This is an optimization exercise on Yosys and OpenROAD, whose aim is small area, a short achievable clock period and few clock cycles per item, not a production implementation. In this exercise RTL edits were held to simulation tests only and were not proved equivalent to the original.

==> flow/design.v <==
module queue_cmd_front #(
    parameter int PAYLOAD_SIZE = 24,
    parameter int ID_WIDTH     = 8,
    parameter int FIFO_SIZE    = 1024,
    parameter int PTR_WIDTH    = $clog2(FIFO_SIZE),
    parameter int QDATA_SIZE   = PAYLOAD_SIZE + ID_WIDTH
) (
    input  logic                    clk,
    input  logic                    reset,
    input  logic                    cmd_valid,
    output logic                    cmd_ready,
    input  logic [1:0]              cmd_op,
    input  logic [ID_WIDTH-1:0]     cmd_id,
    input  logic [PAYLOAD_SIZE-1:0] cmd_payload,
    output logic                    q_push_flag,
    output logic [QDATA_SIZE-1:0]   q_push_data,
    output logic                    q_pop_flag,
    input  logic [QDATA_SIZE-1:0]   q_pop_data,
    output logic                    q_remove_flag,
    output logic [PTR_WIDTH-1:0]    q_remove_index,
    input  logic                    q_full,
    input  logic                    q_empty,
    input  logic                    q_error_reg,
    input  logic                    q_error_rem,
    input  logic                    q_error_time,
    output logic                    rsp_valid,
    input  logic                    rsp_ready,
    output logic [2:0]              rsp_status,
    output logic [ID_WIDTH-1:0]     rsp_id,
    output logic [PAYLOAD_SIZE-1:0] rsp_payload
);
    localparam int DEPTH = 2 ** ID_WIDTH;
    localparam logic [1:0] OP_ADD    = 2'd0;
    localparam logic [1:0] OP_CANCEL = 2'd1;
    localparam logic [1:0] OP_POP    = 2'd2;
    localparam logic [2:0] ST_OK    = 3'd0;
    localparam logic [2:0] ST_DUP   = 3'd1;
    localparam logic [2:0] ST_NF    = 3'd2;
    localparam logic [2:0] ST_FULL  = 3'd3;
    localparam logic [2:0] ST_EMPTY = 3'd4;
    localparam logic [2:0] ST_QERR  = 3'd5;
    logic [DEPTH-1:0]        live;
    logic [PTR_WIDTH-1:0]    slot_mem [DEPTH];
    logic [PTR_WIDTH-1:0]    tail;
    logic                    d_add, d_can, d_pop, d_rsv;
    logic [ID_WIDTH-1:0]     d_id;
    logic [PAYLOAD_SIZE-1:0] d_pl;
    logic                    d_live;    
    logic                    d_pm;      
    logic [PTR_WIDTH-1:0]    d_slot;
    logic                    d_pa, d_pr, d_amb;
    logic                    w_push, w_rem, w_pop;
    logic [ID_WIDTH-1:0]     w_id;
    localparam int NBANK = 4;
    logic [PTR_WIDTH-1:0]    w_slot [NBANK];
    logic                    r_v;
    logic                    r_fresh;   
    logic [2:0]              r_st;
    logic [ID_WIDTH-1:0]     r_id;
    logic [PAYLOAD_SIZE-1:0] r_pl;
    logic q_err, d_v, go, act, push, rem, pop, acc, w_en, w_val, h_live;
    logic [2:0] d_st, fin_st;
    logic f_live, f_pm, f_add, f_can;
    logic [PTR_WIDTH-1:0] f_slot;
    assign q_err  = q_error_reg | q_error_rem | q_error_time;
    assign d_v    = d_add | d_can | d_pop | d_rsv;
    assign go     = ~r_v | rsp_ready;
    assign act    = d_v & go & ~d_amb;
    assign push   = d_pa & go & ~q_full;
    assign rem    = d_pr & go;
    assign pop    = d_pop & go & ~q_empty;
    assign h_live = d_live & ~(d_pm & ~q_err);
    assign cmd_ready = reset & (~d_v | (go & ~d_amb));
    assign acc       = cmd_valid & cmd_ready;
    assign q_push_flag    = push;
    assign q_pop_flag     = pop;
    assign q_remove_flag  = rem;
    assign q_push_data    = {d_pl, d_id};
    assign q_remove_index = d_slot;
    assign fin_st      = (r_fresh & q_err) ? ST_QERR : r_st;
    assign rsp_valid   = r_v;
    assign rsp_status  = fin_st;
    assign rsp_id      = r_id;
    assign rsp_payload = r_pl;
    always_comb begin
        d_st = ST_OK;
        if (d_add)      d_st = d_live ? ST_DUP : (q_full ? ST_FULL : ST_OK);
        else if (d_can) d_st = d_live ? ST_OK : ST_NF;
        else if (d_pop) d_st = q_empty ? ST_EMPTY : ST_OK;
        else            d_st = ST_NF;
    end
    assign w_en  = w_push | w_rem | (w_pop & ~q_err);
    assign w_val = w_push;
    logic live_rd;
    logic [PTR_WIDTH-1:0] slot_rd;
    always_comb begin
        if ((d_add | d_can) && d_id == cmd_id)
            f_live = d_add & (d_live | ~q_full);
        else if ((w_push | w_rem | w_pop) && w_id == cmd_id)
            f_live = w_pop ? (live_rd & q_err) : w_push;
        else
            f_live = live_rd;
        f_pm = pop && q_pop_data[ID_WIDTH-1:0] == cmd_id;
        if (push && d_id == cmd_id)
            f_slot = tail;
        else if (w_push && w_id == cmd_id)
            f_slot = tail - 1'b1;
        else
            f_slot = slot_rd;
        f_add = cmd_op == OP_ADD;
        f_can = cmd_op == OP_CANCEL;
    end
    always_ff @(posedge clk or negedge reset) begin
        if (!reset) begin
            d_add   <= 1'b0;
            d_can   <= 1'b0;
            d_pop   <= 1'b0;
            d_rsv   <= 1'b0;
            d_pa    <= 1'b0;
            d_pr    <= 1'b0;
            d_amb   <= 1'b0;
            w_push  <= 1'b0;
            w_rem   <= 1'b0;
            w_pop   <= 1'b0;
            r_v     <= 1'b0;
            r_fresh <= 1'b0;
            live    <= '0;
            tail    <= '0;
        end else begin
            if (acc) begin
                d_add <= cmd_op == OP_ADD;
                d_can <= cmd_op == OP_CANCEL;
                d_pop <= cmd_op == OP_POP;
                d_rsv <= cmd_op == 2'd3;
                d_pa  <= f_add & ~f_live;
                d_pr  <= f_can & f_live & ~f_pm;
                d_amb <= (f_add | f_can) & f_live & f_pm;
            end else if (act) begin
                d_add <= 1'b0;
                d_can <= 1'b0;
                d_pop <= 1'b0;
                d_rsv <= 1'b0;
                d_pa  <= 1'b0;
                d_pr  <= 1'b0;
                d_amb <= 1'b0;
            end else begin
                d_pa  <= d_add & ~h_live;
                d_pr  <= d_can & h_live;
                d_amb <= 1'b0;
            end
            w_push <= push;
            w_rem  <= rem;
            w_pop  <= pop;
            if (act) begin
                r_v     <= 1'b1;
                r_fresh <= push | rem | pop;
            end else begin
                if (rsp_ready) r_v <= 1'b0;
                r_fresh <= 1'b0;
            end
            live <= live_nx;
            if (push) tail <= tail + 1'b1;
        end
    end
    always_ff @(posedge clk) begin
        if (acc) begin
            d_id   <= cmd_id;
            d_pl   <= cmd_payload;
            d_slot <= f_slot;
            d_live <= f_live;
            d_pm   <= f_pm;
        end else if (!act) begin
            d_live <= h_live;
            d_pm   <= 1'b0;
        end
        if (push | rem) w_id <= d_id;
        if (pop)        w_id <= q_pop_data[ID_WIDTH-1:0];
        for (int b = 0; b < NBANK; b++)
            if (push && d_id[ID_WIDTH-1 -: 2] == 2'(b)) w_slot[b] <= tail;
        if (act) begin
            r_st <= d_st;
            if (d_pop) begin
                r_id <= q_empty ? '0 : q_pop_data[ID_WIDTH-1:0];
                r_pl <= q_empty ? '0 : q_pop_data[QDATA_SIZE-1:ID_WIDTH];
            end else begin
                r_id <= d_id;
                r_pl <= '0;
            end
        end else begin
            r_st <= fin_st;
        end
    end
    for (genvar l = 0; l <= ID_WIDTH; l++) begin : g_rd
        logic [PTR_WIDTH:0] n [2 ** (ID_WIDTH - l)];
        for (genvar j = 0; j < 2 ** (ID_WIDTH - l); j++) begin : g_n
            if (l == 0) begin : g_leaf
                assign n[j] = {live[j], slot_mem[j]};
            end else begin : g_mux
                assign n[j] = cmd_id[l-1] ? g_rd[l-1].n[2*j+1] : g_rd[l-1].n[2*j];
            end
        end
    end
    assign {live_rd, slot_rd} = g_rd[ID_WIDTH].n[0];
    logic [DEPTH-1:0] w_sel, live_nx;
    always_comb begin
        for (int i = 0; i < DEPTH; i++) begin
            w_sel[i]   = (w_id == ID_WIDTH'(i));
            live_nx[i] = (w_en & w_sel[i]) ? w_val : live[i];
        end
    end
    for (genvar i = 0; i < DEPTH; i++) begin : g_slot
        always_ff @(posedge clk) begin
            if (w_push & w_sel[i]) slot_mem[i] <= w_slot[i / (DEPTH / NBANK)];
        end
    end
endmodule
export LEC_CHECK = 0
export CAP_MARGIN = 20
export CORE_MARGIN = 2
export CORE_UTILIZATION = 55
export CTS_BUF_LIST = sky130_fd_sc_hd__clkbuf_16
export CTS_CLUSTER_DIAMETER = 60
export CTS_CLUSTER_SIZE = 30
export SETUP_SLACK_MARGIN = 3.3
export SLEW_MARGIN = 20
create_clock -name core_clock -period 6.5 [get_ports {clk}]
run.sh (not shown) runs the stock make flow with config.mk's settings and CLKGATE_MAP_FILE= SYNTH_SCRIPT=/design/flow/synth_recipe.tcl, a recipe that flattens the netlist after the stock synthesis.
Testbench counts at the start, summed over its fixed seeds: cycles 16,081, commands 16,000.
Next try:
--- a/flow/design.v
+++ b/flow/design.v
@@ -39,34 +39,33 @@
     localparam logic [2:0] ST_FULL  = 3'd3;
     localparam logic [2:0] ST_EMPTY = 3'd4;
     localparam logic [2:0] ST_QERR  = 3'd5;
     logic [DEPTH-1:0]        live;
     logic [PTR_WIDTH-1:0]    slot_mem [DEPTH];
     logic [PTR_WIDTH-1:0]    tail;
-    logic                    d_add, d_can, d_pop, d_rsv;
+    logic                    d_v, d_add, d_can, d_pop, d_rsv;
     logic [ID_WIDTH-1:0]     d_id;
     logic [PAYLOAD_SIZE-1:0] d_pl;
     logic                    d_live;    
     logic                    d_pm;      
     logic [PTR_WIDTH-1:0]    d_slot;
     logic                    d_pa, d_pr, d_amb;
     logic                    w_push, w_rem, w_pop;
     logic [ID_WIDTH-1:0]     w_id;
+    logic [15:0]             w_lo, w_hi;    
     localparam int NBANK = 4;
     logic [PTR_WIDTH-1:0]    w_slot [NBANK];
     logic                    r_v;
-    logic                    r_fresh;   
     logic [2:0]              r_st;
     logic [ID_WIDTH-1:0]     r_id;
     logic [PAYLOAD_SIZE-1:0] r_pl;
-    logic q_err, d_v, go, act, push, rem, pop, acc, w_en, w_val, h_live;
+    logic q_err, r_err, go, act, push, rem, pop, acc, w_en, w_val, h_live;
     logic [2:0] d_st, fin_st;
     logic f_live, f_pm, f_add, f_can;
     logic [PTR_WIDTH-1:0] f_slot;
     assign q_err  = q_error_reg | q_error_rem | q_error_time;
-    assign d_v    = d_add | d_can | d_pop | d_rsv;
     assign go     = ~r_v | rsp_ready;
     assign act    = d_v & go & ~d_amb;
     assign push   = d_pa & go & ~q_full;
     assign rem    = d_pr & go;
     assign pop    = d_pop & go & ~q_empty;
     assign h_live = d_live & ~(d_pm & ~q_err);
@@ -74,13 +73,14 @@
     assign acc       = cmd_valid & cmd_ready;
     assign q_push_flag    = push;
     assign q_pop_flag     = pop;
     assign q_remove_flag  = rem;
     assign q_push_data    = {d_pl, d_id};
     assign q_remove_index = d_slot;
-    assign fin_st      = (r_fresh & q_err) ? ST_QERR : r_st;
+    assign r_err       = q_err;
+    assign fin_st      = r_st | (r_err ? ST_QERR : ST_OK);
     assign rsp_valid   = r_v;
     assign rsp_status  = fin_st;
     assign rsp_id      = r_id;
     assign rsp_payload = r_pl;
     always_comb begin
         d_st = ST_OK;
@@ -109,36 +109,38 @@
             f_slot = slot_rd;
         f_add = cmd_op == OP_ADD;
         f_can = cmd_op == OP_CANCEL;
     end
     always_ff @(posedge clk or negedge reset) begin
         if (!reset) begin
+            d_v     <= 1'b0;
             d_add   <= 1'b0;
             d_can   <= 1'b0;
             d_pop   <= 1'b0;
             d_rsv   <= 1'b0;
             d_pa    <= 1'b0;
             d_pr    <= 1'b0;
             d_amb   <= 1'b0;
             w_push  <= 1'b0;
             w_rem   <= 1'b0;
             w_pop   <= 1'b0;
             r_v     <= 1'b0;
-            r_fresh <= 1'b0;
             live    <= '0;
             tail    <= '0;
         end else begin
             if (acc) begin
+                d_v   <= 1'b1;
                 d_add <= cmd_op == OP_ADD;
                 d_can <= cmd_op == OP_CANCEL;
                 d_pop <= cmd_op == OP_POP;
                 d_rsv <= cmd_op == 2'd3;
                 d_pa  <= f_add & ~f_live;
                 d_pr  <= f_can & f_live & ~f_pm;
                 d_amb <= (f_add | f_can) & f_live & f_pm;
             end else if (act) begin
+                d_v   <= 1'b0;
                 d_add <= 1'b0;
                 d_can <= 1'b0;
                 d_pop <= 1'b0;
                 d_rsv <= 1'b0;
                 d_pa  <= 1'b0;
                 d_pr  <= 1'b0;
@@ -150,16 +152,14 @@
             end
             w_push <= push;
             w_rem  <= rem;
             w_pop  <= pop;
             if (act) begin
                 r_v     <= 1'b1;
-                r_fresh <= push | rem | pop;
             end else begin
                 if (rsp_ready) r_v <= 1'b0;
-                r_fresh <= 1'b0;
             end
             live <= live_nx;
             if (push) tail <= tail + 1'b1;
         end
     end
     always_ff @(posedge clk) begin
@@ -170,14 +170,15 @@
             d_live <= f_live;
             d_pm   <= f_pm;
         end else if (!act) begin
             d_live <= h_live;
             d_pm   <= 1'b0;
         end
-        if (push | rem) w_id <= d_id;
-        if (pop)        w_id <= q_pop_data[ID_WIDTH-1:0];
+        w_id <= pop ? q_pop_data[ID_WIDTH-1:0] : d_id;
+        w_lo <= 16'(1) << (pop ? q_pop_data[3:0] : d_id[3:0]);
+        w_hi <= 16'(1) << (pop ? q_pop_data[7:4] : d_id[7:4]);
         for (int b = 0; b < NBANK; b++)
             if (push && d_id[ID_WIDTH-1 -: 2] == 2'(b)) w_slot[b] <= tail;
         if (act) begin
             r_st <= d_st;
             if (d_pop) begin
                 r_id <= q_empty ? '0 : q_pop_data[ID_WIDTH-1:0];
@@ -201,13 +202,13 @@
         end
     end
     assign {live_rd, slot_rd} = g_rd[ID_WIDTH].n[0];
     logic [DEPTH-1:0] w_sel, live_nx;
     always_comb begin
         for (int i = 0; i < DEPTH; i++) begin
-            w_sel[i]   = (w_id == ID_WIDTH'(i));
+            w_sel[i]   = w_lo[i % 16] & w_hi[i / 16];
             live_nx[i] = (w_en & w_sel[i]) ? w_val : live[i];
         end
     end
     for (genvar i = 0; i < DEPTH; i++) begin : g_slot
         always_ff @(posedge clk) begin
             if (w_push & w_sel[i]) slot_mem[i] <= w_slot[i / (DEPTH / NBANK)];
Outcome: The new run completed without violations; design area went up slightly; wire length barely changes; critical path depth went up by 4; via count came out lower slightly; clock skew stays flat; global-route usage falls by 0.41 points; non-clock buffer count decreases by 2; first-iteration DRC count shrinks by a few percent.
Testbench counts after the change, summed over its fixed seeds: cycles 16,081, commands 16,000.

==> port drivers added, routing unchanged <==
No port has a modelled driver above. Below, the same layouts with a new extraction and two added sets of constraints. Step 1 (the two cells are an assumption about what drives the block):
set clk [get_ports {clk}]
set_driving_cell -lib_cell sky130_fd_sc_hd__clkbuf_16 $clk
set_driving_cell -lib_cell sky130_fd_sc_hd__buf_2 [delete_from_list [all_inputs] $clk]
Step 2 adds t to the input delays and takes it off the output delays; t is the mean of the earliest and latest rising clock arrival at the registers after step 1. Input paths then give back, and output paths get back, about the clock's delay inside the block. Slacks: ideal / step 1 / step 2; pairs: ideal / step 1.
| run | t, ns | setup WS [ns] | hold slack, ns | worst setup path at the end |
|---|---|---|---|---|
| the first run | 0.972 | 2.974 / 2.771 / 1.799 | 0.261 / 0.233 / 0.507 | input to register |
| the second run | 0.959 | 3.080 / 2.654 / 1.695 | 0.250 / 0.336 / 0.478 | input to register |
After both steps every run listed still meets setup and hold. The setup slack of the second run, which loses most, moves by -0.426 ns with the drivers and by -1.385 ns with both steps.
